From an optimization exercise on the open Yosys and OpenROAD flow, aimed at small area, a short achievable clock period and few clock cycles per item; shortcuts taken in it are not production practice.
Function was checked by simulation only, so behaviour that the tests miss may differ from the original.
Power and IR drop assume default switching activity.

==> flow/design.v <==
package dsp_pkg;
	localparam int data_width = 16;
	localparam int n_blocks = 16;
	localparam int n_block_regs = 2;
	localparam int n_channels = 16;
	localparam int skid_depth = 2;
	localparam int skid_ptr_width = $clog2(skid_depth);
	typedef logic signed [data_width - 1 : 0] sample_t;
	typedef logic signed [2 * data_width - 1 : 0] product_t;
	typedef logic [$clog2(n_blocks) - 1 : 0] block_addr_t;
	typedef logic [$clog2(n_blocks) : 0] block_count_t;
	typedef logic [$clog2(n_channels) - 1 : 0] channel_addr_t;
	typedef logic [4 : 0] shift_t;
	typedef logic [31 : 0] instr_t;
	localparam channel_addr_t input_channel = 1;
	localparam channel_addr_t output_channel = 0;
	localparam product_t sample_max = 32'sd32767;
	localparam product_t sample_min = -32'sd32768;
	localparam int src_a_lsb = 0;
	localparam int src_b_lsb = 4;
	localparam int src_c_lsb = 8;
	localparam int dest_lsb = 12;
	localparam int shift_lsb = 16;
	localparam int src_b_reg_bit = 21;
	localparam int src_c_reg_bit = 22;
	localparam int saturate_disable_bit = 23;
	typedef struct packed {
		logic instr_write;
		logic reg_write;
		block_addr_t block_target;
		logic reg_target;
		instr_t instr_val;
		sample_t reg_val;
	} command_t;
	typedef struct packed {
		channel_addr_t dest;
		sample_t arg_a;
		sample_t arg_b;
		sample_t arg_c;
		shift_t shift;
		logic saturate_disable;
	} madd_op_t;
	typedef struct packed {
		channel_addr_t dest;
		sample_t value;
	} madd_result_t;
endpackage
`timescale 1ns/10ps
module booth_pp16 (
	input logic [15 : 0] a,
	input logic [15 : 0] b,
	output logic [60 : 0] mid
);
	logic neg1;
	logic one2;
	logic two3;
	logic pp4;
	logic pp5;
	logic pp6;
	logic pp7;
	logic pp8;
	logic pp9;
	logic pp10;
	logic pp11;
	logic pp12;
	logic pp13;
	logic pp14;
	logic pp15;
	logic pp16;
	logic pp17;
	logic pp18;
	logic pp19;
	logic pp20;
	logic ns21;
	logic neg22;
	logic one23;
	logic two24;
	logic pp25;
	logic pp26;
	logic pp27;
	logic pp28;
	logic pp29;
	logic pp30;
	logic pp31;
	logic pp32;
	logic pp33;
	logic pp34;
	logic pp35;
	logic pp36;
	logic pp37;
	logic pp38;
	logic pp39;
	logic pp40;
	logic pp41;
	logic ns42;
	logic neg43;
	logic one44;
	logic two45;
	logic pp46;
	logic pp47;
	logic pp48;
	logic pp49;
	logic pp50;
	logic pp51;
	logic pp52;
	logic pp53;
	logic pp54;
	logic pp55;
	logic pp56;
	logic pp57;
	logic pp58;
	logic pp59;
	logic pp60;
	logic pp61;
	logic pp62;
	logic ns63;
	logic neg64;
	logic one65;
	logic two66;
	logic pp67;
	logic pp68;
	logic pp69;
	logic pp70;
	logic pp71;
	logic pp72;
	logic pp73;
	logic pp74;
	logic pp75;
	logic pp76;
	logic pp77;
	logic pp78;
	logic pp79;
	logic pp80;
	logic pp81;
	logic pp82;
	logic pp83;
	logic ns84;
	logic neg85;
	logic one86;
	logic two87;
	logic pp88;
	logic pp89;
	logic pp90;
	logic pp91;
	logic pp92;
	logic pp93;
	logic pp94;
	logic pp95;
	logic pp96;
	logic pp97;
	logic pp98;
	logic pp99;
	logic pp100;
	logic pp101;
	logic pp102;
	logic pp103;
	logic pp104;
	logic ns105;
	logic neg106;
	logic one107;
	logic two108;
	logic pp109;
	logic pp110;
	logic pp111;
	logic pp112;
	logic pp113;
	logic pp114;
	logic pp115;
	logic pp116;
	logic pp117;
	logic pp118;
	logic pp119;
	logic pp120;
	logic pp121;
	logic pp122;
	logic pp123;
	logic pp124;
	logic pp125;
	logic ns126;
	logic neg127;
	logic one128;
	logic two129;
	logic pp130;
	logic pp131;
	logic pp132;
	logic pp133;
	logic pp134;
	logic pp135;
	logic pp136;
	logic pp137;
	logic pp138;
	logic pp139;
	logic pp140;
	logic pp141;
	logic pp142;
	logic pp143;
	logic pp144;
	logic pp145;
	logic pp146;
	logic ns147;
	logic neg148;
	logic one149;
	logic two150;
	logic pp151;
	logic pp152;
	logic pp153;
	logic pp154;
	logic pp155;
	logic pp156;
	logic pp157;
	logic pp158;
	logic pp159;
	logic pp160;
	logic pp161;
	logic pp162;
	logic pp163;
	logic pp164;
	logic pp165;
	logic pp166;
	logic pp167;
	logic ns168;
	logic s169;
	logic c170;
	logic s171;
	logic c172;
	logic s173;
	logic c174;
	logic s175;
	logic c176;
	logic s177;
	logic c178;
	logic s179;
	logic c180;
	logic s181;
	logic c182;
	logic s183;
	logic c184;
	logic s185;
	logic c186;
	logic s187;
	logic c188;
	logic s189;
	logic c190;
	logic s191;
	logic c192;
	logic s193;
	logic c194;
	logic s195;
	logic c196;
	logic s197;
	logic c198;
	logic s199;
	logic c200;
	logic s201;
	logic c202;
	logic s203;
	logic c204;
	logic s205;
	logic c206;
	logic s207;
	logic c208;
	logic s209;
	logic c210;
	logic s211;
	logic c212;
	logic s213;
	logic c214;
	logic s215;
	logic c216;
	logic s217;
	logic c218;
	logic s219;
	logic c220;
	logic s221;
	logic c222;
	logic s223;
	logic c224;
	logic s225;
	logic c226;
	logic s227;
	logic c228;
	logic s229;
	logic c230;
	logic s231;
	logic c232;
	logic s233;
	logic c234;
	logic s235;
	logic c236;
	logic s237;
	logic c238;
	logic s239;
	logic c240;
	logic s241;
	logic c242;
	logic s243;
	logic c244;
	logic s245;
	logic c246;
	logic s247;
	logic c248;
	logic s249;
	logic c250;
	logic s251;
	logic c252;
	logic s253;
	logic c254;
	logic s255;
	logic c256;
	logic s257;
	logic c258;
	logic s259;
	logic c260;
	logic s261;
	logic c262;
	logic s263;
	logic c264;
	logic s265;
	logic c266;
	logic s267;
	logic c268;
	logic s269;
	logic c270;
	logic s271;
	logic c272;
	logic s273;
	logic c274;
	logic s275;
	logic c276;
	logic s277;
	logic c278;
	logic s279;
	logic c280;
	logic s281;
	logic c282;
	logic s283;
	logic c284;
	logic s285;
	logic c286;
	logic s287;
	logic c288;
	logic s289;
	logic c290;
	logic s291;
	logic c292;
	logic s293;
	logic c294;
	logic s295;
	logic c296;
	logic s297;
	logic c298;
	logic s299;
	logic c300;
	logic s301;
	logic c302;
	logic s303;
	logic c304;
	logic s305;
	logic c306;
	logic s307;
	logic c308;
	logic s309;
	logic c310;
	logic s311;
	logic c312;
	logic s313;
	logic c314;
	logic s315;
	logic c316;
	logic s317;
	logic c318;
	logic s319;
	logic c320;
	logic s321;
	logic c322;
	logic s323;
	logic c324;
	logic s325;
	logic c326;
	logic s327;
	logic c328;
	logic s329;
	logic c330;
	logic s331;
	logic c332;
	logic s333;
	logic c334;
	logic s335;
	logic c336;
	logic s337;
	logic c338;
	logic s339;
	logic c340;
	logic s341;
	logic c342;
	logic s343;
	logic c344;
	logic s345;
	logic c346;
	logic s347;
	logic c348;
	logic s349;
	logic c350;
	logic s351;
	logic c352;
	logic s353;
	logic c354;
	logic s355;
	logic c356;
	logic s357;
	logic c358;
	logic s359;
	logic c360;
	logic s361;
	logic c362;
	logic s363;
	logic c364;
	logic s365;
	logic c366;
	logic s367;
	logic c368;
	logic s369;
	logic c370;
	logic s371;
	logic c372;
	logic s373;
	logic c374;
	logic s375;
	logic c376;
	logic s377;
	logic c378;
	logic s379;
	logic c380;
	logic s381;
	logic c382;
	logic s383;
	logic c384;
	logic s385;
	logic c386;
	logic s387;
	logic c388;
	logic s389;
	logic c390;
	logic s391;
	logic c392;
	assign neg1 = b[1] & ~(b[0] & 1'b0);
	assign one2 = b[0] ^ 1'b0;
	assign two3 = (b[1] & ~b[0] & ~1'b0) | (~b[1] & b[0] & 1'b0);
	assign pp4 = ((one2 & a[0]) | (two3 & 1'b0)) ^ neg1;
	assign pp5 = ((one2 & a[1]) | (two3 & a[0])) ^ neg1;
	assign pp6 = ((one2 & a[2]) | (two3 & a[1])) ^ neg1;
	assign pp7 = ((one2 & a[3]) | (two3 & a[2])) ^ neg1;
	assign pp8 = ((one2 & a[4]) | (two3 & a[3])) ^ neg1;
	assign pp9 = ((one2 & a[5]) | (two3 & a[4])) ^ neg1;
	assign pp10 = ((one2 & a[6]) | (two3 & a[5])) ^ neg1;
	assign pp11 = ((one2 & a[7]) | (two3 & a[6])) ^ neg1;
	assign pp12 = ((one2 & a[8]) | (two3 & a[7])) ^ neg1;
	assign pp13 = ((one2 & a[9]) | (two3 & a[8])) ^ neg1;
	assign pp14 = ((one2 & a[10]) | (two3 & a[9])) ^ neg1;
	assign pp15 = ((one2 & a[11]) | (two3 & a[10])) ^ neg1;
	assign pp16 = ((one2 & a[12]) | (two3 & a[11])) ^ neg1;
	assign pp17 = ((one2 & a[13]) | (two3 & a[12])) ^ neg1;
	assign pp18 = ((one2 & a[14]) | (two3 & a[13])) ^ neg1;
	assign pp19 = ((one2 & a[15]) | (two3 & a[14])) ^ neg1;
	assign pp20 = ((one2 & a[15]) | (two3 & a[15])) ^ neg1;
	assign ns21 = ~pp20;
	assign neg22 = b[3] & ~(b[2] & b[1]);
	assign one23 = b[2] ^ b[1];
	assign two24 = (b[3] & ~b[2] & ~b[1]) | (~b[3] & b[2] & b[1]);
	assign pp25 = ((one23 & a[0]) | (two24 & 1'b0)) ^ neg22;
	assign pp26 = ((one23 & a[1]) | (two24 & a[0])) ^ neg22;
	assign pp27 = ((one23 & a[2]) | (two24 & a[1])) ^ neg22;
	assign pp28 = ((one23 & a[3]) | (two24 & a[2])) ^ neg22;
	assign pp29 = ((one23 & a[4]) | (two24 & a[3])) ^ neg22;
	assign pp30 = ((one23 & a[5]) | (two24 & a[4])) ^ neg22;
	assign pp31 = ((one23 & a[6]) | (two24 & a[5])) ^ neg22;
	assign pp32 = ((one23 & a[7]) | (two24 & a[6])) ^ neg22;
	assign pp33 = ((one23 & a[8]) | (two24 & a[7])) ^ neg22;
	assign pp34 = ((one23 & a[9]) | (two24 & a[8])) ^ neg22;
	assign pp35 = ((one23 & a[10]) | (two24 & a[9])) ^ neg22;
	assign pp36 = ((one23 & a[11]) | (two24 & a[10])) ^ neg22;
	assign pp37 = ((one23 & a[12]) | (two24 & a[11])) ^ neg22;
	assign pp38 = ((one23 & a[13]) | (two24 & a[12])) ^ neg22;
	assign pp39 = ((one23 & a[14]) | (two24 & a[13])) ^ neg22;
	assign pp40 = ((one23 & a[15]) | (two24 & a[14])) ^ neg22;
	assign pp41 = ((one23 & a[15]) | (two24 & a[15])) ^ neg22;
	assign ns42 = ~pp41;
	assign neg43 = b[5] & ~(b[4] & b[3]);
	assign one44 = b[4] ^ b[3];
	assign two45 = (b[5] & ~b[4] & ~b[3]) | (~b[5] & b[4] & b[3]);
	assign pp46 = ((one44 & a[0]) | (two45 & 1'b0)) ^ neg43;
	assign pp47 = ((one44 & a[1]) | (two45 & a[0])) ^ neg43;
	assign pp48 = ((one44 & a[2]) | (two45 & a[1])) ^ neg43;
	assign pp49 = ((one44 & a[3]) | (two45 & a[2])) ^ neg43;
	assign pp50 = ((one44 & a[4]) | (two45 & a[3])) ^ neg43;
	assign pp51 = ((one44 & a[5]) | (two45 & a[4])) ^ neg43;
	assign pp52 = ((one44 & a[6]) | (two45 & a[5])) ^ neg43;
	assign pp53 = ((one44 & a[7]) | (two45 & a[6])) ^ neg43;
	assign pp54 = ((one44 & a[8]) | (two45 & a[7])) ^ neg43;
	assign pp55 = ((one44 & a[9]) | (two45 & a[8])) ^ neg43;
	assign pp56 = ((one44 & a[10]) | (two45 & a[9])) ^ neg43;
	assign pp57 = ((one44 & a[11]) | (two45 & a[10])) ^ neg43;
	assign pp58 = ((one44 & a[12]) | (two45 & a[11])) ^ neg43;
	assign pp59 = ((one44 & a[13]) | (two45 & a[12])) ^ neg43;
	assign pp60 = ((one44 & a[14]) | (two45 & a[13])) ^ neg43;
	assign pp61 = ((one44 & a[15]) | (two45 & a[14])) ^ neg43;
	assign pp62 = ((one44 & a[15]) | (two45 & a[15])) ^ neg43;
	assign ns63 = ~pp62;
	assign neg64 = b[7] & ~(b[6] & b[5]);
	assign one65 = b[6] ^ b[5];
	assign two66 = (b[7] & ~b[6] & ~b[5]) | (~b[7] & b[6] & b[5]);
	assign pp67 = ((one65 & a[0]) | (two66 & 1'b0)) ^ neg64;
	assign pp68 = ((one65 & a[1]) | (two66 & a[0])) ^ neg64;
	assign pp69 = ((one65 & a[2]) | (two66 & a[1])) ^ neg64;
	assign pp70 = ((one65 & a[3]) | (two66 & a[2])) ^ neg64;
	assign pp71 = ((one65 & a[4]) | (two66 & a[3])) ^ neg64;
	assign pp72 = ((one65 & a[5]) | (two66 & a[4])) ^ neg64;
	assign pp73 = ((one65 & a[6]) | (two66 & a[5])) ^ neg64;
	assign pp74 = ((one65 & a[7]) | (two66 & a[6])) ^ neg64;
	assign pp75 = ((one65 & a[8]) | (two66 & a[7])) ^ neg64;
	assign pp76 = ((one65 & a[9]) | (two66 & a[8])) ^ neg64;
	assign pp77 = ((one65 & a[10]) | (two66 & a[9])) ^ neg64;
	assign pp78 = ((one65 & a[11]) | (two66 & a[10])) ^ neg64;
	assign pp79 = ((one65 & a[12]) | (two66 & a[11])) ^ neg64;
	assign pp80 = ((one65 & a[13]) | (two66 & a[12])) ^ neg64;
	assign pp81 = ((one65 & a[14]) | (two66 & a[13])) ^ neg64;
	assign pp82 = ((one65 & a[15]) | (two66 & a[14])) ^ neg64;
	assign pp83 = ((one65 & a[15]) | (two66 & a[15])) ^ neg64;
	assign ns84 = ~pp83;
	assign neg85 = b[9] & ~(b[8] & b[7]);
	assign one86 = b[8] ^ b[7];
	assign two87 = (b[9] & ~b[8] & ~b[7]) | (~b[9] & b[8] & b[7]);
	assign pp88 = ((one86 & a[0]) | (two87 & 1'b0)) ^ neg85;
	assign pp89 = ((one86 & a[1]) | (two87 & a[0])) ^ neg85;
	assign pp90 = ((one86 & a[2]) | (two87 & a[1])) ^ neg85;
	assign pp91 = ((one86 & a[3]) | (two87 & a[2])) ^ neg85;
	assign pp92 = ((one86 & a[4]) | (two87 & a[3])) ^ neg85;
	assign pp93 = ((one86 & a[5]) | (two87 & a[4])) ^ neg85;
	assign pp94 = ((one86 & a[6]) | (two87 & a[5])) ^ neg85;
	assign pp95 = ((one86 & a[7]) | (two87 & a[6])) ^ neg85;
	assign pp96 = ((one86 & a[8]) | (two87 & a[7])) ^ neg85;
	assign pp97 = ((one86 & a[9]) | (two87 & a[8])) ^ neg85;
	assign pp98 = ((one86 & a[10]) | (two87 & a[9])) ^ neg85;
	assign pp99 = ((one86 & a[11]) | (two87 & a[10])) ^ neg85;
	assign pp100 = ((one86 & a[12]) | (two87 & a[11])) ^ neg85;
	assign pp101 = ((one86 & a[13]) | (two87 & a[12])) ^ neg85;
	assign pp102 = ((one86 & a[14]) | (two87 & a[13])) ^ neg85;
	assign pp103 = ((one86 & a[15]) | (two87 & a[14])) ^ neg85;
	assign pp104 = ((one86 & a[15]) | (two87 & a[15])) ^ neg85;
	assign ns105 = ~pp104;
	assign neg106 = b[11] & ~(b[10] & b[9]);
	assign one107 = b[10] ^ b[9];
	assign two108 = (b[11] & ~b[10] & ~b[9]) | (~b[11] & b[10] & b[9]);
	assign pp109 = ((one107 & a[0]) | (two108 & 1'b0)) ^ neg106;
	assign pp110 = ((one107 & a[1]) | (two108 & a[0])) ^ neg106;
	assign pp111 = ((one107 & a[2]) | (two108 & a[1])) ^ neg106;
	assign pp112 = ((one107 & a[3]) | (two108 & a[2])) ^ neg106;
	assign pp113 = ((one107 & a[4]) | (two108 & a[3])) ^ neg106;
	assign pp114 = ((one107 & a[5]) | (two108 & a[4])) ^ neg106;
	assign pp115 = ((one107 & a[6]) | (two108 & a[5])) ^ neg106;
	assign pp116 = ((one107 & a[7]) | (two108 & a[6])) ^ neg106;
	assign pp117 = ((one107 & a[8]) | (two108 & a[7])) ^ neg106;
	assign pp118 = ((one107 & a[9]) | (two108 & a[8])) ^ neg106;
	assign pp119 = ((one107 & a[10]) | (two108 & a[9])) ^ neg106;
	assign pp120 = ((one107 & a[11]) | (two108 & a[10])) ^ neg106;
	assign pp121 = ((one107 & a[12]) | (two108 & a[11])) ^ neg106;
	assign pp122 = ((one107 & a[13]) | (two108 & a[12])) ^ neg106;
	assign pp123 = ((one107 & a[14]) | (two108 & a[13])) ^ neg106;
	assign pp124 = ((one107 & a[15]) | (two108 & a[14])) ^ neg106;
	assign pp125 = ((one107 & a[15]) | (two108 & a[15])) ^ neg106;
	assign ns126 = ~pp125;
	assign neg127 = b[13] & ~(b[12] & b[11]);
	assign one128 = b[12] ^ b[11];
	assign two129 = (b[13] & ~b[12] & ~b[11]) | (~b[13] & b[12] & b[11]);
	assign pp130 = ((one128 & a[0]) | (two129 & 1'b0)) ^ neg127;
	assign pp131 = ((one128 & a[1]) | (two129 & a[0])) ^ neg127;
	assign pp132 = ((one128 & a[2]) | (two129 & a[1])) ^ neg127;
	assign pp133 = ((one128 & a[3]) | (two129 & a[2])) ^ neg127;
	assign pp134 = ((one128 & a[4]) | (two129 & a[3])) ^ neg127;
	assign pp135 = ((one128 & a[5]) | (two129 & a[4])) ^ neg127;
	assign pp136 = ((one128 & a[6]) | (two129 & a[5])) ^ neg127;
	assign pp137 = ((one128 & a[7]) | (two129 & a[6])) ^ neg127;
	assign pp138 = ((one128 & a[8]) | (two129 & a[7])) ^ neg127;
	assign pp139 = ((one128 & a[9]) | (two129 & a[8])) ^ neg127;
	assign pp140 = ((one128 & a[10]) | (two129 & a[9])) ^ neg127;
	assign pp141 = ((one128 & a[11]) | (two129 & a[10])) ^ neg127;
	assign pp142 = ((one128 & a[12]) | (two129 & a[11])) ^ neg127;
	assign pp143 = ((one128 & a[13]) | (two129 & a[12])) ^ neg127;
	assign pp144 = ((one128 & a[14]) | (two129 & a[13])) ^ neg127;
	assign pp145 = ((one128 & a[15]) | (two129 & a[14])) ^ neg127;
	assign pp146 = ((one128 & a[15]) | (two129 & a[15])) ^ neg127;
	assign ns147 = ~pp146;
	assign neg148 = b[15] & ~(b[14] & b[13]);
	assign one149 = b[14] ^ b[13];
	assign two150 = (b[15] & ~b[14] & ~b[13]) | (~b[15] & b[14] & b[13]);
	assign pp151 = ((one149 & a[0]) | (two150 & 1'b0)) ^ neg148;
	assign pp152 = ((one149 & a[1]) | (two150 & a[0])) ^ neg148;
	assign pp153 = ((one149 & a[2]) | (two150 & a[1])) ^ neg148;
	assign pp154 = ((one149 & a[3]) | (two150 & a[2])) ^ neg148;
	assign pp155 = ((one149 & a[4]) | (two150 & a[3])) ^ neg148;
	assign pp156 = ((one149 & a[5]) | (two150 & a[4])) ^ neg148;
	assign pp157 = ((one149 & a[6]) | (two150 & a[5])) ^ neg148;
	assign pp158 = ((one149 & a[7]) | (two150 & a[6])) ^ neg148;
	assign pp159 = ((one149 & a[8]) | (two150 & a[7])) ^ neg148;
	assign pp160 = ((one149 & a[9]) | (two150 & a[8])) ^ neg148;
	assign pp161 = ((one149 & a[10]) | (two150 & a[9])) ^ neg148;
	assign pp162 = ((one149 & a[11]) | (two150 & a[10])) ^ neg148;
	assign pp163 = ((one149 & a[12]) | (two150 & a[11])) ^ neg148;
	assign pp164 = ((one149 & a[13]) | (two150 & a[12])) ^ neg148;
	assign pp165 = ((one149 & a[14]) | (two150 & a[13])) ^ neg148;
	assign pp166 = ((one149 & a[15]) | (two150 & a[14])) ^ neg148;
	assign pp167 = ((one149 & a[15]) | (two150 & a[15])) ^ neg148;
	assign ns168 = ~pp167;
	assign s169 = pp14 ^ pp33;
	assign c170 = pp14 & pp33;
	assign s171 = pp15 ^ pp34;
	assign c172 = pp15 & pp34;
	assign s173 = pp16 ^ pp35 ^ pp54;
	assign c174 = (pp16 & pp35) | (pp16 & pp54) | (pp35 & pp54);
	assign s175 = pp73 ^ pp92;
	assign c176 = pp73 & pp92;
	assign s177 = pp17 ^ pp36 ^ pp55;
	assign c178 = (pp17 & pp36) | (pp17 & pp55) | (pp36 & pp55);
	assign s179 = pp74 ^ pp93;
	assign c180 = pp74 & pp93;
	assign s181 = pp18 ^ pp37 ^ pp56;
	assign c182 = (pp18 & pp37) | (pp18 & pp56) | (pp37 & pp56);
	assign s183 = pp75 ^ pp94 ^ pp113;
	assign c184 = (pp75 & pp94) | (pp75 & pp113) | (pp94 & pp113);
	assign s185 = pp132 ^ pp151;
	assign c186 = pp132 & pp151;
	assign s187 = pp19 ^ pp38 ^ pp57;
	assign c188 = (pp19 & pp38) | (pp19 & pp57) | (pp38 & pp57);
	assign s189 = pp76 ^ pp95 ^ pp114;
	assign c190 = (pp76 & pp95) | (pp76 & pp114) | (pp95 & pp114);
	assign s191 = pp133 ^ pp152;
	assign c192 = pp133 & pp152;
	assign s193 = ns21 ^ pp39 ^ pp58;
	assign c194 = (ns21 & pp39) | (ns21 & pp58) | (pp39 & pp58);
	assign s195 = pp77 ^ pp96 ^ pp115;
	assign c196 = (pp77 & pp96) | (pp77 & pp115) | (pp96 & pp115);
	assign s197 = pp134 ^ pp153 ^ 1'b1;
	assign c198 = (pp134 & pp153) | (pp134 & 1'b1) | (pp153 & 1'b1);
	assign s199 = pp40 ^ pp59 ^ pp78;
	assign c200 = (pp40 & pp59) | (pp40 & pp78) | (pp59 & pp78);
	assign s201 = pp97 ^ pp116 ^ pp135;
	assign c202 = (pp97 & pp116) | (pp97 & pp135) | (pp116 & pp135);
	assign s203 = pp154 ^ 1'b1;
	assign c204 = pp154 & 1'b1;
	assign s205 = ns42 ^ pp60 ^ pp79;
	assign c206 = (ns42 & pp60) | (ns42 & pp79) | (pp60 & pp79);
	assign s207 = pp98 ^ pp117 ^ pp136;
	assign c208 = (pp98 & pp117) | (pp98 & pp136) | (pp117 & pp136);
	assign s209 = pp61 ^ pp80 ^ pp99;
	assign c210 = (pp61 & pp80) | (pp61 & pp99) | (pp80 & pp99);
	assign s211 = pp118 ^ pp137;
	assign c212 = pp118 & pp137;
	assign s213 = ns63 ^ pp81 ^ pp100;
	assign c214 = (ns63 & pp81) | (ns63 & pp100) | (pp81 & pp100);
	assign s215 = pp82 ^ pp101;
	assign c216 = pp82 & pp101;
	assign s217 = pp10 ^ pp29;
	assign c218 = pp10 & pp29;
	assign s219 = pp11 ^ pp30;
	assign c220 = pp11 & pp30;
	assign s221 = pp12 ^ pp31 ^ pp50;
	assign c222 = (pp12 & pp31) | (pp12 & pp50) | (pp31 & pp50);
	assign s223 = pp69 ^ pp88;
	assign c224 = pp69 & pp88;
	assign s225 = pp13 ^ pp32 ^ pp51;
	assign c226 = (pp13 & pp32) | (pp13 & pp51) | (pp32 & pp51);
	assign s227 = pp70 ^ pp89;
	assign c228 = pp70 & pp89;
	assign s229 = s169 ^ pp52 ^ pp71;
	assign c230 = (s169 & pp52) | (s169 & pp71) | (pp52 & pp71);
	assign s231 = pp90 ^ pp109 ^ neg106;
	assign c232 = (pp90 & pp109) | (pp90 & neg106) | (pp109 & neg106);
	assign s233 = c170 ^ s171 ^ pp53;
	assign c234 = (c170 & s171) | (c170 & pp53) | (s171 & pp53);
	assign s235 = pp72 ^ pp91 ^ pp110;
	assign c236 = (pp72 & pp91) | (pp72 & pp110) | (pp91 & pp110);
	assign s237 = c172 ^ s173 ^ s175;
	assign c238 = (c172 & s173) | (c172 & s175) | (s173 & s175);
	assign s239 = pp111 ^ pp130 ^ neg127;
	assign c240 = (pp111 & pp130) | (pp111 & neg127) | (pp130 & neg127);
	assign s241 = c174 ^ c176 ^ s177;
	assign c242 = (c174 & c176) | (c174 & s177) | (c176 & s177);
	assign s243 = s179 ^ pp112 ^ pp131;
	assign c244 = (s179 & pp112) | (s179 & pp131) | (pp112 & pp131);
	assign s245 = c178 ^ c180 ^ s181;
	assign c246 = (c178 & c180) | (c178 & s181) | (c180 & s181);
	assign s247 = s183 ^ s185 ^ neg148;
	assign c248 = (s183 & s185) | (s183 & neg148) | (s185 & neg148);
	assign s249 = c182 ^ c184 ^ c186;
	assign c250 = (c182 & c184) | (c182 & c186) | (c184 & c186);
	assign s251 = s187 ^ s189 ^ s191;
	assign c252 = (s187 & s189) | (s187 & s191) | (s189 & s191);
	assign s253 = c188 ^ c190 ^ c192;
	assign c254 = (c188 & c190) | (c188 & c192) | (c190 & c192);
	assign s255 = s193 ^ s195 ^ s197;
	assign c256 = (s193 & s195) | (s193 & s197) | (s195 & s197);
	assign s257 = c194 ^ c196 ^ c198;
	assign c258 = (c194 & c196) | (c194 & c198) | (c196 & c198);
	assign s259 = s199 ^ s201 ^ s203;
	assign c260 = (s199 & s201) | (s199 & s203) | (s201 & s203);
	assign s261 = c200 ^ c202 ^ c204;
	assign c262 = (c200 & c202) | (c200 & c204) | (c202 & c204);
	assign s263 = s205 ^ s207 ^ pp155;
	assign c264 = (s205 & s207) | (s205 & pp155) | (s207 & pp155);
	assign s265 = c206 ^ c208 ^ s209;
	assign c266 = (c206 & c208) | (c206 & s209) | (c208 & s209);
	assign s267 = s211 ^ pp156 ^ 1'b1;
	assign c268 = (s211 & pp156) | (s211 & 1'b1) | (pp156 & 1'b1);
	assign s269 = c210 ^ c212 ^ s213;
	assign c270 = (c210 & c212) | (c210 & s213) | (c212 & s213);
	assign s271 = pp119 ^ pp138 ^ pp157;
	assign c272 = (pp119 & pp138) | (pp119 & pp157) | (pp138 & pp157);
	assign s273 = c214 ^ s215 ^ pp120;
	assign c274 = (c214 & s215) | (c214 & pp120) | (s215 & pp120);
	assign s275 = pp139 ^ pp158 ^ 1'b1;
	assign c276 = (pp139 & pp158) | (pp139 & 1'b1) | (pp158 & 1'b1);
	assign s277 = c216 ^ ns84 ^ pp102;
	assign c278 = (c216 & ns84) | (c216 & pp102) | (ns84 & pp102);
	assign s279 = pp121 ^ pp140 ^ pp159;
	assign c280 = (pp121 & pp140) | (pp121 & pp159) | (pp140 & pp159);
	assign s281 = pp103 ^ pp122 ^ pp141;
	assign c282 = (pp103 & pp122) | (pp103 & pp141) | (pp122 & pp141);
	assign s283 = pp160 ^ 1'b1;
	assign c284 = pp160 & 1'b1;
	assign s285 = ns105 ^ pp123 ^ pp142;
	assign c286 = (ns105 & pp123) | (ns105 & pp142) | (pp123 & pp142);
	assign s287 = pp124 ^ pp143;
	assign c288 = pp124 & pp143;
	assign s289 = pp8 ^ pp27;
	assign c290 = pp8 & pp27;
	assign s291 = pp9 ^ pp28;
	assign c292 = pp9 & pp28;
	assign s293 = s217 ^ pp48 ^ pp67;
	assign c294 = (s217 & pp48) | (s217 & pp67) | (pp48 & pp67);
	assign s295 = c218 ^ s219 ^ pp49;
	assign c296 = (c218 & s219) | (c218 & pp49) | (s219 & pp49);
	assign s297 = c220 ^ s221 ^ s223;
	assign c298 = (c220 & s221) | (c220 & s223) | (s221 & s223);
	assign s299 = c222 ^ c224 ^ s225;
	assign c300 = (c222 & c224) | (c222 & s225) | (c224 & s225);
	assign s301 = c226 ^ c228 ^ s229;
	assign c302 = (c226 & c228) | (c226 & s229) | (c228 & s229);
	assign s303 = c230 ^ c232 ^ s233;
	assign c304 = (c230 & c232) | (c230 & s233) | (c232 & s233);
	assign s305 = c234 ^ c236 ^ s237;
	assign c306 = (c234 & c236) | (c234 & s237) | (c236 & s237);
	assign s307 = c238 ^ c240 ^ s241;
	assign c308 = (c238 & c240) | (c238 & s241) | (c240 & s241);
	assign s309 = c242 ^ c244 ^ s245;
	assign c310 = (c242 & c244) | (c242 & s245) | (c244 & s245);
	assign s311 = c246 ^ c248 ^ s249;
	assign c312 = (c246 & c248) | (c246 & s249) | (c248 & s249);
	assign s313 = c250 ^ c252 ^ s253;
	assign c314 = (c250 & c252) | (c250 & s253) | (c252 & s253);
	assign s315 = c254 ^ c256 ^ s257;
	assign c316 = (c254 & c256) | (c254 & s257) | (c256 & s257);
	assign s317 = c258 ^ c260 ^ s261;
	assign c318 = (c258 & c260) | (c258 & s261) | (c260 & s261);
	assign s319 = c262 ^ c264 ^ s265;
	assign c320 = (c262 & c264) | (c262 & s265) | (c264 & s265);
	assign s321 = c266 ^ c268 ^ s269;
	assign c322 = (c266 & c268) | (c266 & s269) | (c268 & s269);
	assign s323 = c270 ^ c272 ^ s273;
	assign c324 = (c270 & c272) | (c270 & s273) | (c272 & s273);
	assign s325 = c274 ^ c276 ^ s277;
	assign c326 = (c274 & c276) | (c274 & s277) | (c276 & s277);
	assign s327 = c278 ^ c280 ^ s281;
	assign c328 = (c278 & c280) | (c278 & s281) | (c280 & s281);
	assign s329 = c282 ^ c284 ^ s285;
	assign c330 = (c282 & c284) | (c282 & s285) | (c284 & s285);
	assign s331 = c286 ^ s287 ^ pp162;
	assign c332 = (c286 & s287) | (c286 & pp162) | (s287 & pp162);
	assign s333 = c288 ^ ns126 ^ pp144;
	assign c334 = (c288 & ns126) | (c288 & pp144) | (ns126 & pp144);
	assign s335 = pp145 ^ pp164;
	assign c336 = pp145 & pp164;
	assign s337 = pp6 ^ pp25;
	assign c338 = pp6 & pp25;
	assign s339 = pp7 ^ pp26;
	assign c340 = pp7 & pp26;
	assign s341 = s289 ^ pp46 ^ neg43;
	assign c342 = (s289 & pp46) | (s289 & neg43) | (pp46 & neg43);
	assign s343 = c290 ^ s291 ^ pp47;
	assign c344 = (c290 & s291) | (c290 & pp47) | (s291 & pp47);
	assign s345 = c292 ^ s293 ^ neg64;
	assign c346 = (c292 & s293) | (c292 & neg64) | (s293 & neg64);
	assign s347 = c294 ^ s295 ^ pp68;
	assign c348 = (c294 & s295) | (c294 & pp68) | (s295 & pp68);
	assign s349 = c296 ^ s297 ^ neg85;
	assign c350 = (c296 & s297) | (c296 & neg85) | (s297 & neg85);
	assign s351 = c298 ^ s299 ^ s227;
	assign c352 = (c298 & s299) | (c298 & s227) | (s299 & s227);
	assign s353 = c300 ^ s301 ^ s231;
	assign c354 = (c300 & s301) | (c300 & s231) | (s301 & s231);
	assign s355 = c302 ^ s303 ^ s235;
	assign c356 = (c302 & s303) | (c302 & s235) | (s303 & s235);
	assign s357 = c304 ^ s305 ^ s239;
	assign c358 = (c304 & s305) | (c304 & s239) | (s305 & s239);
	assign s359 = c306 ^ s307 ^ s243;
	assign c360 = (c306 & s307) | (c306 & s243) | (s307 & s243);
	assign s361 = c308 ^ s309 ^ s247;
	assign c362 = (c308 & s309) | (c308 & s247) | (s309 & s247);
	assign s363 = c310 ^ s311 ^ s251;
	assign c364 = (c310 & s311) | (c310 & s251) | (s311 & s251);
	assign s365 = c312 ^ s313 ^ s255;
	assign c366 = (c312 & s313) | (c312 & s255) | (s313 & s255);
	assign s367 = c314 ^ s315 ^ s259;
	assign c368 = (c314 & s315) | (c314 & s259) | (s315 & s259);
	assign s369 = c316 ^ s317 ^ s263;
	assign c370 = (c316 & s317) | (c316 & s263) | (s317 & s263);
	assign s371 = c318 ^ s319 ^ s267;
	assign c372 = (c318 & s319) | (c318 & s267) | (s319 & s267);
	assign s373 = c320 ^ s321 ^ s271;
	assign c374 = (c320 & s321) | (c320 & s271) | (s321 & s271);
	assign s375 = c322 ^ s323 ^ s275;
	assign c376 = (c322 & s323) | (c322 & s275) | (s323 & s275);
	assign s377 = c324 ^ s325 ^ s279;
	assign c378 = (c324 & s325) | (c324 & s279) | (s325 & s279);
	assign s379 = c326 ^ s327 ^ s283;
	assign c380 = (c326 & s327) | (c326 & s283) | (s327 & s283);
	assign s381 = c328 ^ s329 ^ pp161;
	assign c382 = (c328 & s329) | (c328 & pp161) | (s329 & pp161);
	assign s383 = c330 ^ s331 ^ 1'b1;
	assign c384 = (c330 & s331) | (c330 & 1'b1) | (s331 & 1'b1);
	assign s385 = c332 ^ s333 ^ pp163;
	assign c386 = (c332 & s333) | (c332 & pp163) | (s333 & pp163);
	assign s387 = c334 ^ s335 ^ 1'b1;
	assign c388 = (c334 & s335) | (c334 & 1'b1) | (s335 & 1'b1);
	assign s389 = c336 ^ ns147 ^ pp165;
	assign c390 = (c336 & ns147) | (c336 & pp165) | (ns147 & pp165);
	assign s391 = pp166 ^ 1'b1;
	assign c392 = pp166 & 1'b1;
	assign mid[0] = pp4;
	assign mid[1] = neg1;
	assign mid[2] = pp5;
	assign mid[3] = s337;
	assign mid[4] = neg22;
	assign mid[5] = c338;
	assign mid[6] = s339;
	assign mid[7] = c340;
	assign mid[8] = s341;
	assign mid[9] = c342;
	assign mid[10] = s343;
	assign mid[11] = c344;
	assign mid[12] = s345;
	assign mid[13] = c346;
	assign mid[14] = s347;
	assign mid[15] = c348;
	assign mid[16] = s349;
	assign mid[17] = c350;
	assign mid[18] = s351;
	assign mid[19] = c352;
	assign mid[20] = s353;
	assign mid[21] = c354;
	assign mid[22] = s355;
	assign mid[23] = c356;
	assign mid[24] = s357;
	assign mid[25] = c358;
	assign mid[26] = s359;
	assign mid[27] = c360;
	assign mid[28] = s361;
	assign mid[29] = c362;
	assign mid[30] = s363;
	assign mid[31] = c364;
	assign mid[32] = s365;
	assign mid[33] = c366;
	assign mid[34] = s367;
	assign mid[35] = c368;
	assign mid[36] = s369;
	assign mid[37] = c370;
	assign mid[38] = s371;
	assign mid[39] = c372;
	assign mid[40] = s373;
	assign mid[41] = c374;
	assign mid[42] = s375;
	assign mid[43] = c376;
	assign mid[44] = s377;
	assign mid[45] = c378;
	assign mid[46] = s379;
	assign mid[47] = c380;
	assign mid[48] = s381;
	assign mid[49] = c382;
	assign mid[50] = s383;
	assign mid[51] = c384;
	assign mid[52] = s385;
	assign mid[53] = c386;
	assign mid[54] = s387;
	assign mid[55] = c388;
	assign mid[56] = s389;
	assign mid[57] = c390;
	assign mid[58] = s391;
	assign mid[59] = c392;
	assign mid[60] = ns168;
endmodule
module booth_sum16 (
	input logic [60 : 0] mid,
	output logic [31 : 0] x,
	output logic [31 : 0] y
);
	assign x[0] = mid[0];
	assign y[0] = mid[1];
	assign x[1] = mid[2];
	assign y[1] = 1'b0;
	assign x[2] = mid[3];
	assign y[2] = mid[4];
	assign x[3] = mid[5];
	assign y[3] = mid[6];
	assign x[4] = mid[7];
	assign y[4] = mid[8];
	assign x[5] = mid[9];
	assign y[5] = mid[10];
	assign x[6] = mid[11];
	assign y[6] = mid[12];
	assign x[7] = mid[13];
	assign y[7] = mid[14];
	assign x[8] = mid[15];
	assign y[8] = mid[16];
	assign x[9] = mid[17];
	assign y[9] = mid[18];
	assign x[10] = mid[19];
	assign y[10] = mid[20];
	assign x[11] = mid[21];
	assign y[11] = mid[22];
	assign x[12] = mid[23];
	assign y[12] = mid[24];
	assign x[13] = mid[25];
	assign y[13] = mid[26];
	assign x[14] = mid[27];
	assign y[14] = mid[28];
	assign x[15] = mid[29];
	assign y[15] = mid[30];
	assign x[16] = mid[31];
	assign y[16] = mid[32];
	assign x[17] = mid[33];
	assign y[17] = mid[34];
	assign x[18] = mid[35];
	assign y[18] = mid[36];
	assign x[19] = mid[37];
	assign y[19] = mid[38];
	assign x[20] = mid[39];
	assign y[20] = mid[40];
	assign x[21] = mid[41];
	assign y[21] = mid[42];
	assign x[22] = mid[43];
	assign y[22] = mid[44];
	assign x[23] = mid[45];
	assign y[23] = mid[46];
	assign x[24] = mid[47];
	assign y[24] = mid[48];
	assign x[25] = mid[49];
	assign y[25] = mid[50];
	assign x[26] = mid[51];
	assign y[26] = mid[52];
	assign x[27] = mid[53];
	assign y[27] = mid[54];
	assign x[28] = mid[55];
	assign y[28] = mid[56];
	assign x[29] = mid[57];
	assign y[29] = mid[58];
	assign x[30] = mid[59];
	assign y[30] = mid[60];
	assign x[31] = 1'b1;
	assign y[31] = 1'b0;
endmodule
`timescale 1ns/10ps
module dsp_core (
	input logic clk,
	input logic reset,
	input logic tick,
	input dsp_pkg::sample_t sample_in,
	input dsp_pkg::command_t command,
	output dsp_pkg::sample_t sample_out,
	output logic ready,
	output dsp_pkg::block_count_t n_blocks_running,
	output logic [31 : 0] commits_accepted
);
	logic [23 : 0] instrs [16];
	logic signed [15 : 0] coef0 [16];
	logic signed [15 : 0] coef1 [16];
	logic signed [15 : 0] ch [16];
	logic busy;
	logic stall_q;
	logic pick1_q;
	logic ready_q;
	logic [3 : 0] cur;
	logic [4 : 0] nxt;
	logic [23 : 0] ins_q;
	logic signed [15 : 0] a_q;
	logic signed [15 : 0] b_q;
	logic [23 : 0] w0_ins, w1_ins;
	logic [3 : 0] w0_blk, w1_blk;
	logic w0_v, w1_v;
	logic [23 : 0] nins;
	logic [3 : 0] ncur;
	logic [3 : 0] dest;
	logic adv, go_idle;
	logic pick1;
	logic [23 : 0] w0_next, w1_next;
	logic w0_v_next, w1_v_next, busy_next;
	logic signed [15 : 0] a_val, b_val;
	logic [60 : 0] mid;
	logic [23 : 0] fetched;
	logic s2_v;
	logic [60 : 0] s2_mid;
	logic [3 : 0] s2_dest;
	logic [4 : 0] s2_sh;
	logic s2_satd;
	logic s2_creg;
	logic [3 : 0] s2_caddr;
	logic [3 : 0] s2_blk;
	logic [31 : 0] px, py;
	logic s3_v;
	logic [15 : 0] s3_qlo;
	logic s3_hi_zero, s3_hi_m1, s3_hi_p1, s3_hi_m2, s3_neg;
	logic [3 : 0] s3_dest;
	logic s3_satd;
	logic signed [15 : 0] s3_c;
	logic signed [15 : 0] res;
	assign dest = ins_q[15 : 12];
	function automatic reads_ab(input logic [23 : 0] ins, input logic [3 : 0] chn);
		reads_ab = ins[3 : 0] == chn || (!ins[21] && ins[7 : 4] == chn);
	endfunction
	function automatic reads_any(input logic [23 : 0] ins, input logic [3 : 0] chn);
		reads_any = ins[3 : 0] == chn || (!ins[21] && ins[7 : 4] == chn)
			|| (!ins[22] && ins[11 : 8] == chn);
	endfunction
	assign adv = busy && !stall_q;
	assign go_idle = !busy || (adv && !w0_v);
	assign pick1 = pick1_q;
	assign fetched = instrs[nxt[3 : 0]];
	always_comb begin
		if (go_idle) begin
			nins = instrs[0];
			ncur = 4'd0;
		end else if (adv && pick1) begin
			nins = w1_ins;
			ncur = w1_blk;
		end else if (adv) begin
			nins = w0_ins;
			ncur = w0_blk;
		end else begin
			nins = ins_q;
			ncur = cur;
		end
	end
	function automatic logic [15 : 0] ch_next(input logic [3 : 0] chn,
		input logic [15 : 0] ch_now, input logic s3_wr, input logic [3 : 0] s3_chn,
		input logic [15 : 0] res_now);
		if (s3_wr && s3_chn == chn)
			ch_next = res_now;
		else
			ch_next = ch_now;
	endfunction
	assign a_val = ch_next(nins[3 : 0], ch[nins[3 : 0]], s3_v, s3_dest, res);
	assign b_val = nins[21] ? coef0[ncur]
		: ch_next(nins[7 : 4], ch[nins[7 : 4]], s3_v, s3_dest, res);
	always_comb begin
		if (go_idle) begin
			w0_next = instrs[1];
			w1_next = instrs[2];
		end else if (adv) begin
			w0_next = pick1 ? w0_ins : w1_ins;
			w1_next = fetched;
		end else begin
			w0_next = w0_ins;
			w1_next = w1_ins;
		end
		if (!busy) begin
			busy_next = tick && n_blocks_running != '0;
			w0_v_next = n_blocks_running > 5'd1;
			w1_v_next = n_blocks_running > 5'd2;
		end else if (adv) begin
			busy_next = w0_v;
			w0_v_next = pick1 ? w0_v : w1_v;
			w1_v_next = nxt < n_blocks_running;
		end else begin
			busy_next = busy;
			w0_v_next = w0_v;
			w1_v_next = w1_v;
		end
	end
	always_ff @(posedge clk) begin
		ins_q <= nins;
		cur <= ncur;
		a_q <= a_val;
		b_q <= b_val;
		w0_ins <= w0_next;
		w1_ins <= w1_next;
		if (go_idle) begin
			w0_blk <= 4'd1;
			w1_blk <= 4'd2;
			nxt <= 5'd3;
		end else if (adv) begin
			if (!pick1)
				w0_blk <= w1_blk;
			w1_blk <= nxt[3 : 0];
			nxt <= nxt + 5'd1;
		end
	end
	always_ff @(posedge clk) begin
		if (reset) begin
			busy <= 1'b0;
			stall_q <= 1'b0;
			pick1_q <= 1'b0;
			ready_q <= 1'b0;
			w0_v <= 1'b0;
			w1_v <= 1'b0;
			s2_v <= 1'b0;
			s3_v <= 1'b0;
		end else begin
			s2_v <= adv;
			s3_v <= s2_v;
			stall_q <= (adv && reads_ab(nins, dest)) || (s2_v && reads_ab(nins, s2_dest))
				|| (tick && reads_ab(nins, 4'd1));
			pick1_q <= w1_v_next
				&& (reads_ab(w0_next, nins[15 : 12]) || (adv && reads_ab(w0_next, dest)))
				&& !(reads_ab(w1_next, nins[15 : 12]) || (adv && reads_ab(w1_next, dest)))
				&& !reads_any(w0_next, w1_next[15 : 12]) && !reads_any(w1_next, w0_next[15 : 12])
				&& w0_next[15 : 12] != w1_next[15 : 12];
			busy <= busy_next;
			w0_v <= w0_v_next;
			w1_v <= w1_v_next;
			ready_q <= !busy_next && !tick
				&& (!adv || (dest != 4'd0 && dest != 4'd1));
		end
	end
	booth_pp16 mul_pp (
		.a(b_q),
		.b(a_q),
		.mid(mid)
	);
	always_ff @(posedge clk) begin
		s2_mid <= mid;
		s2_dest <= dest;
		s2_sh <= ins_q[20 : 16];
		s2_satd <= ins_q[23];
		s2_creg <= ins_q[22];
		s2_caddr <= ins_q[11 : 8];
		s2_blk <= cur;
	end
	logic signed [31 : 0] prod;
	logic [15 : 0] p_hi;
	logic [15 : 0] m_hi;
	logic [15 : 0] m_bit;
	logic [15 : 0] m_above;
	booth_sum16 mul_sum (
		.mid(s2_mid),
		.x(px),
		.y(py)
	);
	assign prod = px + py;
	assign p_hi = prod[31 : 16];
	always_comb begin
		for (int k = 0; k < 16; k++) begin
			m_hi[k] = k >= 32'(s2_sh) || k == 15;
			m_bit[k] = k == 32'(s2_sh) && k != 15;
		end
	end
	assign m_above = m_hi & ~m_bit;
	always_ff @(posedge clk) begin
		s3_qlo <= 16'(prod >>> s2_sh);
		s3_hi_zero <= (p_hi & m_hi) == '0;
		s3_hi_m1 <= (p_hi | ~m_hi) == '1;
		s3_hi_p1 <= (p_hi & m_bit) != '0 && (p_hi & m_above) == '0;
		s3_hi_m2 <= m_bit != '0 && (p_hi & m_bit) == '0 && (p_hi | ~m_above) == '1;
		s3_neg <= prod[31];
		s3_dest <= s2_dest;
		s3_satd <= s2_satd;
		if (s2_creg)
			s3_c <= coef1[s2_blk];
		else if (s3_v && s2_caddr == s3_dest)
			s3_c <= res;
		else
			s3_c <= ch[s2_caddr];
	end
	logic signed [15 : 0] c_val;
	logic [16 : 0] s_lo;
	logic d_up, d_down;
	logic h_zero, h_m1, in_range, neg;
	assign c_val = s3_c;
	assign s_lo = {1'b0, s3_qlo} + {1'b0, c_val};
	assign d_up = s_lo[16] && !c_val[15];
	assign d_down = !s_lo[16] && c_val[15];
	assign h_zero = d_up ? s3_hi_m1 : d_down ? s3_hi_p1 : s3_hi_zero;
	assign h_m1 = d_up ? s3_hi_m2 : d_down ? s3_hi_zero : s3_hi_m1;
	assign in_range = s_lo[15] ? h_m1 : h_zero;
	assign neg = s3_neg ? !(s3_hi_m1 && d_up) : (s3_hi_zero && d_down);
	always_comb begin
		if (s3_satd || in_range)
			res = s_lo[15 : 0];
		else if (neg)
			res = 16'sh8000;
		else
			res = 16'sh7fff;
	end
	logic [3 : 0] tgt;
	logic [15 : 0] reg_wdata;
	logic [15 : 0] res_wdata;
	logic [15 : 0] ch1_wdata;
	assign tgt = command.block_target;
	assign reg_wdata = reset ? 16'd0 : command.reg_val;
	assign res_wdata = reset ? 16'd0 : res;
	assign ch1_wdata = reset ? 16'd0 : tick ? sample_in : res;
	always_ff @(posedge clk) begin
		if (command.instr_write)
			instrs[tgt] <= command.instr_val[23 : 0];
	end
	always_ff @(posedge clk) begin
		for (int k = 0; k < 16; k++) begin
			if (reset || (command.reg_write && !command.reg_target && tgt == 4'(k)))
				coef0[k] <= reg_wdata;
			if (reset || (command.reg_write && command.reg_target && tgt == 4'(k)))
				coef1[k] <= reg_wdata;
		end
	end
	always_ff @(posedge clk) begin
		for (int k = 0; k < 16; k++) begin
			if (k == 1) begin
				if (reset || tick || (s3_v && s3_dest == 4'(k)))
					ch[k] <= ch1_wdata;
			end else begin
				if (reset || (s3_v && s3_dest == 4'(k)))
					ch[k] <= res_wdata;
			end
		end
	end
	always_ff @(posedge clk) begin
		if (reset) begin
			sample_out <= '0;
			commits_accepted <= '0;
			n_blocks_running <= '0;
		end else begin
			if (tick) begin
				sample_out <= (s3_v && s3_dest == 4'd0) ? res : ch[0];
				commits_accepted <= commits_accepted + 32'(n_blocks_running);
			end
			if (command.instr_write && {1'b0, tgt} >= n_blocks_running)
				n_blocks_running <= {1'b0, tgt} + 5'd1;
		end
	end
	assign ready = ready_q;
endmodule
==> flow/flow/run.sh <==
#!/bin/bash
# The standard layout, with timing repair aiming for 6.5 ns of setup slack
# (a 3.5 ns period) instead of stopping at the 10 ns clock.
set -e
cp standard.sh standard.sh.txt
export SETUP_SLACK_MARGIN=6.5
bash standard.sh > standard.log 2>&1
==> flow/standard.sh <==
#!/bin/bash
# synth_recipe.tcl (not shown) runs the flow's synth.tcl, then flattens the netlist and writes it again
# the make line also repeats each setting of config.mk as NAME=value (left out here)
make -C /OpenROAD-flow-scripts/flow DESIGN_CONFIG=/design/flow/config.mk WORK_HOME=/design/flow/orfs CLKGATE_MAP_FILE= SYNTH_SCRIPT=/design/flow/synth_recipe.tcl "${@:-finish}"
==> flow/config.mk <==
export PLATFORM = sky130hd
export DESIGN_NAME = dsp_core
export DESIGN_NICKNAME = dsp_core
export VERILOG_FILES = /design/flow/design.v
export SDC_FILE = /design/flow/constraint.sdc
export NUM_CORES = 4
export LEC_CHECK = 0
export CAP_MARGIN = 20
export CORE_MARGIN = 2
export CORE_UTILIZATION = 60
export SLEW_MARGIN = 20
==> flow/constraint.sdc <==
create_clock -name core_clock -period 10.0 [get_ports {clk}]
set_input_delay 2.0000 -clock core_clock [delete_from_list [all_inputs] [get_ports {clk}]]
set_output_delay 2.0000 -clock core_clock [all_outputs]
set_load 0.01 [all_outputs]
==> metrics.md, run 1 <==
| Metric | Value |
|---|---|
| Root Buffer | `clkbuf_16` |
| Vias per cell | `7.23` |
| Register area | `41100 µm²` |
| Yosys top cell area share | `51.6%` |
| DRT antenna net count | `0` |
| Sequential cell area fraction in the yosys report | `60.0%` |
| Normalized max-slew margin | `15.6%` |
| Synthesized area per cell | `13.0 µm²` |
| Hold-fix buffer count after cts | `0` |
| RSZ-0062 raised after global routing | `true` |
| Placer Congestion | `1.05` |
| I/O Buffers | `119` |
| Synthesized net count | `5524` |
| Yosys top cell by area | `edfxtp_1` |
| Clk buf depth | `3` |
| Synth-to-Final Area Change | `19.6%` |
| Min-Delay Path Class | `reg2reg` |
| Nets | `5850` |
| Core ar. | `113000 µm²` |
| Crit path capture type | `register` |
| Final setup viols | `0` |
| Startpoint Class | `input pin` |
| Worst slew pin tran | `1.27 ns` |
| Total track usage | `40.5%` |
| Most common cell after layout, fill and taps aside | `edfxtp_1` |
| Layout filler cell count | `7464` |
| Fin Setup TNS | `0 ns` |
| Pwr Density | `333 nW/µm²` |
| H-Tree Depth | `4` |
| Total CTS buffers | `149` |
| Area of the multi-input gates | `28400 µm²` |
| Number of enable flip-flop cells after synthesis | `1175` |
| Async set or reset register ratio after synthesis | `0%` |
| Clock latency (worst-skew pair) | `0.79 ns` |
| Most frequent cells in the layout | `edfxtp_1, a22oi_1, buf_4` |
| FMAX | `280 MHz` |
| Share of post-route cells with drive strength above 1 | `22.2%` |
| Total of max-cap violations | `0` |
| Gate Count Post-Synth | `5270` |
| Grt ovf | `0` |
| CTS tree | `yes` |
| WP data arrival | `3.97 ns` |
| I/O pins | `128` |
| CP max FO | `52` |
| Leak | `0.0285 µW` |
| Crit path kind | `in2reg` |
| Placed cells | `6709` |
| Final wirelength | `242000 µm` |
| Synth warnings | `4` |
| Height of the die | `342 µm` |
| Yosys reg bits | `1460` |
| Largest cells by area after synthesis | `edfxtp_1, dfxtp_1, a22oi_1, mux4_2, fa_1` |
| Final Hold Viols | `0` |
| Clk sinks | `1460` |
| Vias | `52200` |
| Synthesized area | `68400 µm²` |
| Initial DRC count | `7932` |
| Cell variety after synth | `89` |
| Predominant post-synthesis flop cell | `edfxtp_1` |
| # rows | `123` |
| Die X-Extent | `342 µm` |
| Detailed Routing Iterations Pass 1 | `10` |
| First-pass GRT wire length | `343000 µm` |
| Vias in the first global route | `50100` |
| Period utilization | `35.7%` |
| Final Critical Period | `3.57 ns` |
| Die Area | `117000 µm²` |
| DP HPWL | `145000 µm` |
| Max-slew violations | `0` |
| Remaining DRCs | `0` |
| Data required, critical path | `10.40 ns` |
| WL per Instance | `33.5 µm` |
| Clock skew | `0.0319 ns` |
| Largest net degree at the start of global routing | `56` |
| Clock transition at the registers of the reported paths | `0.06 ns` |
| Fin util | `72.5%` |
| Starting Density | `60.6%` |
| Worst VDD drop | `0.000470 V` |
| Initial antenna violation count | `9` |
| Status | `complete, no violations` |
| Finished Layout Cells | `7225` |
==> kinds of logic (layout without fill, tap and decap cells) <==
group,Yosys count,after routing,synth area share [%]
flops,1460,1460,60.0
compound gates,1578,1578,16.5
other cells,0,3,0
buf+inv,519,954,2.94
simple gates,1003,1019,7.04
xor+xnor,297,297,3.81
mux,233,234,5.50
fa+ha+maj,180,180,4.23
==> synth_stat cells (12+ instances only) <==
cell type / number
dfxtp_1: 285
o21ai_1: 15
and3_1: 18
a211oi_1: 51
or3_1: 35
nand3_1: 131
o21a_1: 13
edfxtp_1: 1175
o21ai_0: 203
clkbuf_1: 281
xor2_1: 164
nor2_1: 256
ha_1: 95
buf_2: 35
nor4_1: 15
xnor2_1: 133
a22oi_1: 487
nand2_1: 262
o22ai_1: 57
nor2b_1: 40
o31ai_1: 38
mux2i_1: 98
a211o_1: 12
fa_1: 85
mux2_2: 23
a22o_1: 109
a31oi_1: 26
o221ai_1: 66
buf_1: 32
nand2b_1: 46
nor3_1: 45
mux4_2: 112
a21o_1: 34
and2_1: 20
a21oi_1: 200
nand4_1: 98
inv_1: 159
a221oi_1: 108
o211ai_1: 43
==> area by class of cell <==
cell class | instances | area share, %
repair buffers | 509 | 5.92
diodes | 3 | 0.00918
clock buffers | 202 | 5.01
flip-flops and latches | 1460 | 50.3
clock inverters | 75 | 0.894
repair inverters | 1 | 0.00612
inverters | 167 | 0.801
well taps | 1500 | 2.30
multi-input cells | 3308 | 34.8
==> sequential cells by signal (all words and copies together), names as in the netlist, 32 cells and up, named ones only <==
name,flops
ch,256
coef0,256
coef1,256
commits_accepted,32
instrs,384
s2_mid,61
==> where the power goes <==
| group | internal, µW | total [µW] | switching, µW |
|---|---|---|---|
| Sequential | 8140 | 9080 | 938 |
| Clock | 3110 | 5510 | 2400 |
| Combinational | 5080 | 12600 | 7560 |
| Total | 16300 | 27200 | 10900 |
==> path summary, 6_finish.rpt <==
check | endpoint | slack, ns | cells past startpoint | startpoint
worst max-delay path | ch[0][1] | 6.43 | 3 | reset
worst min-delay path | s2_caddr[2] | 0.34 | 0 | ins_q[10]
worst max register to register | b_q[3] | 6.45 | 14 | stall_q
worst min register to register | s2_caddr[2] | 0.34 | 0 | ins_q[10]
==> worst max-delay path, stage by stage <==
cell	delay (ns)
buf_4	0.13
buf_4	0.88
or2_2	0.81
==> stage by stage <==
step | hold WS (ns) | area, µm² | setup WS (ns) | total power (µW)
after floorplan | 0.310 | 68600 | 6.08 | 16000
after global placement | 0.327 | 72100 | 4.96 | 19500
after detailed placement | 0.330 | 72100 | 4.89 | 19700
after CTS | 0.342 | 79800 | 6.26 | 26100
after global routing | 0.358 | 81700 | 6.40 | 28800
final | 0.343 | 81700 | 6.43 | 27200
==> metal layers <==
layer  global-route usage [%]  vias to the layer above  part of all wire [%]
met1                     52.5                    25600                    35
met2                     62.4                     4117                    45
met5                        0                        -                 0.057
met4                     20.3                       16                   6.5
li1                         -                    21400                     -
met3                     12.2                     1067                    13
==> repair_timing <==
item                       in CTS  in global routing
cloned                         18                  8
gates resized for setup       372                236
buffers inserted              129                 80
setup endpoints to repair    1251                684
pin swaps                      79                 72
Testbench counts, summed over its fixed seeds: cycles 29,716, samples 2,048.
==> run 2: changes to the inputs <==
--- a/flow/design.v
+++ b/flow/design.v
@@ -984,6 +984,7 @@
 	logic signed [15 : 0] coef1 [16];
 	logic signed [15 : 0] ch [16];
 	logic busy;
+	logic [15 : 0] blk_on;
 	logic stall_q;
 	logic pick1_q;
 	logic ready_q;
@@ -1002,6 +1003,8 @@
 	logic pick1;
 	logic [23 : 0] w0_next, w1_next;
 	logic w0_v_next, w1_v_next, busy_next;
+	logic stall_next;
+	logic last_out, next_out;
 	logic signed [15 : 0] a_val, b_val;
 	logic [60 : 0] mid;
 	logic [23 : 0] fetched;
@@ -1012,7 +1015,7 @@
 	logic s2_satd;
 	logic s2_creg;
 	logic [3 : 0] s2_caddr;
-	logic [3 : 0] s2_blk;
+	logic signed [15 : 0] s2_cconst;
 	logic [31 : 0] px, py;
 	logic s3_v;
 	logic [15 : 0] s3_qlo;
@@ -1070,20 +1073,25 @@
 			w0_next = w0_ins;
 			w1_next = w1_ins;
 		end
-		if (!busy) begin
-			busy_next = tick && n_blocks_running != '0;
-			w0_v_next = n_blocks_running > 5'd1;
-			w1_v_next = n_blocks_running > 5'd2;
+		if (go_idle) begin
+			busy_next = tick && blk_on[0];
+			w0_v_next = blk_on[1];
+			w1_v_next = blk_on[2];
 		end else if (adv) begin
 			busy_next = w0_v;
 			w0_v_next = pick1 ? w0_v : w1_v;
-			w1_v_next = nxt < n_blocks_running;
+			w1_v_next = !nxt[4] && blk_on[nxt[3 : 0]];
 		end else begin
 			busy_next = busy;
 			w0_v_next = w0_v;
 			w1_v_next = w1_v;
 		end
 	end
+	assign stall_next = (adv && reads_ab(nins, dest)) || (s2_v && reads_ab(nins, s2_dest))
+		|| (tick && reads_ab(nins, 4'd1));
+	assign last_out = !adv || (dest != 4'd0 && dest != 4'd1);
+	assign next_out = nins[15 : 12] != 4'd0 && nins[15 : 12] != 4'd1
+		&& (nins[22] || nins[11 : 8] != 4'd1);
 	always_ff @(posedge clk) begin
 		ins_q <= nins;
 		cur <= ncur;
@@ -1115,8 +1123,7 @@
 		end else begin
 			s2_v <= adv;
 			s3_v <= s2_v;
-			stall_q <= (adv && reads_ab(nins, dest)) || (s2_v && reads_ab(nins, s2_dest))
-				|| (tick && reads_ab(nins, 4'd1));
+			stall_q <= stall_next;
 			pick1_q <= w1_v_next
 				&& (reads_ab(w0_next, nins[15 : 12]) || (adv && reads_ab(w0_next, dest)))
 				&& !(reads_ab(w1_next, nins[15 : 12]) || (adv && reads_ab(w1_next, dest)))
@@ -1125,8 +1132,8 @@
 			busy <= busy_next;
 			w0_v <= w0_v_next;
 			w1_v <= w1_v_next;
-			ready_q <= !busy_next && !tick
-				&& (!adv || (dest != 4'd0 && dest != 4'd1));
+			ready_q <= !tick && last_out
+				&& (!busy_next || (!w0_v_next && !stall_next && next_out));
 		end
 	end
 	booth_pp16 mul_pp (
@@ -1141,7 +1148,7 @@
 		s2_satd <= ins_q[23];
 		s2_creg <= ins_q[22];
 		s2_caddr <= ins_q[11 : 8];
-		s2_blk <= cur;
+		s2_cconst <= coef1[cur];
 	end
 	logic signed [31 : 0] prod;
 	logic [15 : 0] p_hi;
@@ -1172,7 +1179,7 @@
 		s3_dest <= s2_dest;
 		s3_satd <= s2_satd;
 		if (s2_creg)
-			s3_c <= coef1[s2_blk];
+			s3_c <= s2_cconst;
 		else if (s3_v && s2_caddr == s3_dest)
 			s3_c <= res;
 		else
@@ -1233,14 +1240,20 @@
 		if (reset) begin
 			sample_out <= '0;
 			commits_accepted <= '0;
+			blk_on <= '0;
 			n_blocks_running <= '0;
 		end else begin
 			if (tick) begin
 				sample_out <= (s3_v && s3_dest == 4'd0) ? res : ch[0];
 				commits_accepted <= commits_accepted + 32'(n_blocks_running);
 			end
-			if (command.instr_write && {1'b0, tgt} >= n_blocks_running)
-				n_blocks_running <= {1'b0, tgt} + 5'd1;
+			if (command.instr_write) begin
+				for (int k = 0; k < 16; k++)
+					if (4'(k) <= tgt)
+						blk_on[k] <= 1'b1;
+				if (!blk_on[tgt])
+					n_blocks_running <= {1'b0, tgt} + 5'd1;
+			end
 		end
 	end
 	assign ready = ready_q;
--- a/flow/config.mk
+++ b/flow/config.mk
@@ -7,5 +7,8 @@
 export LEC_CHECK = 0
 export CAP_MARGIN = 20
 export CORE_MARGIN = 2
-export CORE_UTILIZATION = 60
+export CORE_UTILIZATION = 55
+export CTS_BUF_LIST = sky130_fd_sc_hd__clkbuf_8
+export CTS_CLUSTER_DIAMETER = 50
+export CTS_CLUSTER_SIZE = 16
 export SLEW_MARGIN = 20
==> run 2 against run 1 <==
  * Combinational power hardly changed
  * Non-clock buffer count increased by 8
  * Worst hold slack is essentially flat
  * Synthesized area is 1.9% higher
  * Global-route usage is 3.0 points lower
  * Sequential share of layout area grew 0.61 points
  * Clock power decreased by 25%
  * Synthesized cell count grew 3.6%
  * Sequential cell count rose by 28
  * Critical path type is now reg2reg
  * Critical endpoint is now ch[9][12]
  * Largest cell class unchanged
  * Largest power group unchanged
  * Highest routed layer unchanged
==> metrics.md, run 2 <==
| Metric | Value |
|---|---|
| Status | `complete, no violations (unchanged)` |
| Most frequent cell after synthesis | `edfxtp_1 (unchanged)` |
| Place WS | `4.98 ns (was 4.89 ns)` |
| Hold-fix buffer count after cts | `0 (unchanged)` |
| First-pass GRT wire length | `353000 µm (was 343000 µm)` |
| Most frequent cells in the layout | `edfxtp_1, a22oi_1, buf_4 (unchanged)` |
| Clk sinks | `1488 (was 1460)` |
| Placer Congestion | `0.982 (was 1.05)` |
| CP max FO | `7 (was 52)` |
| Crit path kind | `reg2reg (was in2reg)` |
| I/O Buffers | `119 (unchanged)` |
| Min-Delay Path Class | `reg2reg (unchanged)` |
| Final wirelength | `250000 µm (was 242000 µm)` |
| Seq pwr share | `35.1% (was 33.4%)` |
| Clock latency (worst-skew pair) | `0.96 ns (was 0.79 ns)` |
| Yosys reg bits | `1488 (was 1460)` |
| RSZ-0062 raised after global routing | `true (unchanged)` |
| Core ar. | `126000 µm² (was 113000 µm²)` |
| Pint | `15200 µW (was 16300 µW)` |
| CP max-delay cell | `a221oi_4 (was buf_4)` |
| Predominant post-synthesis flop cell | `edfxtp_1 (unchanged)` |
| Grt ovf | `0 (unchanged)` |
| Largest net degree at the start of global routing | `64 (was 56)` |
| Largest cells by area after synthesis | `edfxtp_1, dfxtp_1, a22oi_1, mux4_2, fa_1 (unchanged)` |
| Clock share of power | `16.1% (was 20.2%)` |
| Worst hold margin | `0.342 ns (was 0.343 ns)` |
| Largest register FFs | `384 (unchanged)` |
| Worst VDD drop | `0.000368 V (was 0.000470 V)` |
| H-Tree Depth | `4 (unchanged)` |
| Worst path cell trace | `ha_4 -> fa_2 -> a211oi_4 -> o21ai_2 -> nand4_1 -> a221oi_4 -> buf_4 -> nor3_2 -> nor4_2 -> buf_4 -> mux2i_4 -> buf_12 -> nor2_4 -> buf_6 -> a21oi_4 -> buf_12 -> nor2_4 -> clkbuf_16 (was buf_4 -> buf_4 -> or2_2)` |
| Share of post-route cells with drive strength above 1 | `23.8% (was 22.2%)` |
| Nets | `6006 (was 5850)` |
| Synthesized area | `69600 µm² (was 68400 µm²)` |
| Area of the multi-input gates | `29100 µm² (was 28400 µm²)` |
| Final Hold Viols | `0 (unchanged)` |
| Die X-Extent | `360 µm (was 342 µm)` |
| Pwr Density | `314 nW/µm² (was 333 nW/µm²)` |
| Metal3 WL | `28200 µm (was 32200 µm)` |
| Vias per cell | `7.01 (was 7.23)` |
| Height of the die | `360 µm (was 342 µm)` |
| Synth warnings | `4 (unchanged)` |
| Starting Density | `55.5% (was 60.6%)` |
| Finished Cell Area | `81900 µm² (was 81700 µm²)` |
| CTS tree | `yes (unchanged)` |
| Worst slew pin tran | `1.21 ns (was 1.27 ns)` |
| FF-to-FF path depth | `18 (was 14)` |
| Sequential cell area fraction in the yosys report | `59.6% (was 60.0%)` |
| Layout filler cell count | `9241 (was 7464)` |
| Hold Path Stages | `0 (unchanged)` |
==> run 2: cell types whose count changed in the layout (fill, tap and decap cells not counted), moves of 27 or more <==
cell           delta
o21ai_0          -59
clkbuf_8        +137
clkbuf_16       -153
xor2_1           -27
dlygate4sd2_1    -45
buf_4            -31
a21oi_1          +39
o221ai_1         -40
clkbuf_1         -41
nor2_1           +92
nor3_1           +32
buf_6            +46
==> run 2: critical path: cells and delay by family (launching register included) <==
family | cells | cell delay [ns]
multiplexers | 1 | 0.08
flip-flops | 1 | 0.39
buffers and inverters | 6 | 1.02
AND/OR/NAND/NOR | 5 | 0.89
AO/OA/AOI/OAI | 4 | 0.74
adder cells (fa/ha/maj) | 2 | 0.39
==> run 2: cell type report <==
| cell class | count | area share [%] |
|---|---|---|
| Antenna cell | 10 | 0.0305 |
| Clock buffer | 144 | 2.42 |
| Clock inverter | 106 | 1.40 |
| Inverter | 160 | 0.779 |
| Multi-Input combinational cell | 3452 | 35.5 |
| Sequential cell | 1488 | 50.9 |
| Tap cell | 1650 | 2.52 |
| Timing Repair Buffer | 517 | 6.42 |
==> run 2: path summary, 6_finish.rpt <==
kind              slack, ns        end      start
setup / recovery       6.36  ch[9][12]    s3_c[0]
hold / removal         0.34    s2_satd  ins_q[23]
setup reg to reg       6.36  ch[9][12]    s3_c[0]
hold reg to reg        0.34    s2_satd  ins_q[23]
==> run 2: layer usage <==
| layer | global-route usage (%) | up-vias |
|---|---|---|
| met5 | 0.333 | - |
| met4 | 18.0 | 10 |
| met3 | 8.89 | 877 |
| met2 | 57.2 | 3618 |
| met1 | 50.9 | 26200 |
| li1 | - | 22000 |
==> run 2: timing repair <==
| action | CTS | global route |
|---|---|---|
| resized for setup | 670 | 243 |
| buffers inserted | 124 | 107 |
| setup endpoints to repair | 1176 | 879 |
| gates cloned | 9 | 8 |
| pin swaps | 47 | 130 |
==> run 2: cell families (layout without fill, tap and decap cells) <==
| family | Yosys count | in the layout | synth area share (%) |
|---|---|---|---|
| AND/OR/NAND/NOR | 1188 | 1192 | 8.13 |
| XOR/XNOR | 259 | 259 | 3.28 |
| other | 0 | 10 | 0 |
| adder cells (fa/ha/maj) | 172 | 172 | 4.01 |
| AO/OA/AOI/OAI | 1597 | 1597 | 16.5 |
| buffers and inverters | 526 | 927 | 3.00 |
| multiplexers | 232 | 232 | 5.52 |
| flip-flops | 1488 | 1488 | 59.6 |
==> run 2: power by group through the flow <==
stage / clock network, µW / logic (µW) / registers, µW
CTS: 4160 / 11100 / 8950
global placement: 0 / 9740 / 9050
detailed placement: 0 / 9840 / 9060
finish: 4140 / 12600 / 9020
global route: 4390 / 13600 / 9080
floorplan: 0 / 6840 / 8610
==> run 2: per-stage QoR <==
stage	utilization, %	total power, µW
5_1_grt	65.2	27100
2_1_floorplan	-	15500
3_3_place_gp	58.4	18800
3_5_place_dp	58.4	18900
4_1_cts	63.4	24200
6_report	65.2	25700
Testbench counts of run 2, summed over its fixed seeds: cycles 28,751, samples 2,048.

[separate check: timing with driven ports]
The results above use ideal ports. As a check the final layouts listed here were re-extracted and re-timed, cells and wires unchanged. Step 1, drivers: a clkbuf_16 drives clk and a buf_2 each remaining input, both assumed. Step 2, shift: input delay + t, output delay - t, t = (earliest + latest rising clock arrival at the registers) / 2. This alone moves slack from input paths to output paths. a / b / c = ideal / step 1 / step 2; a / b = the first two.
run	shift t [ns]	setup WS [ns]
run 1	0.853	6.428 / 6.377 / 5.524
run 2	1.015	6.360 / 6.360 / 5.454
After both steps every run listed still meets setup and hold.
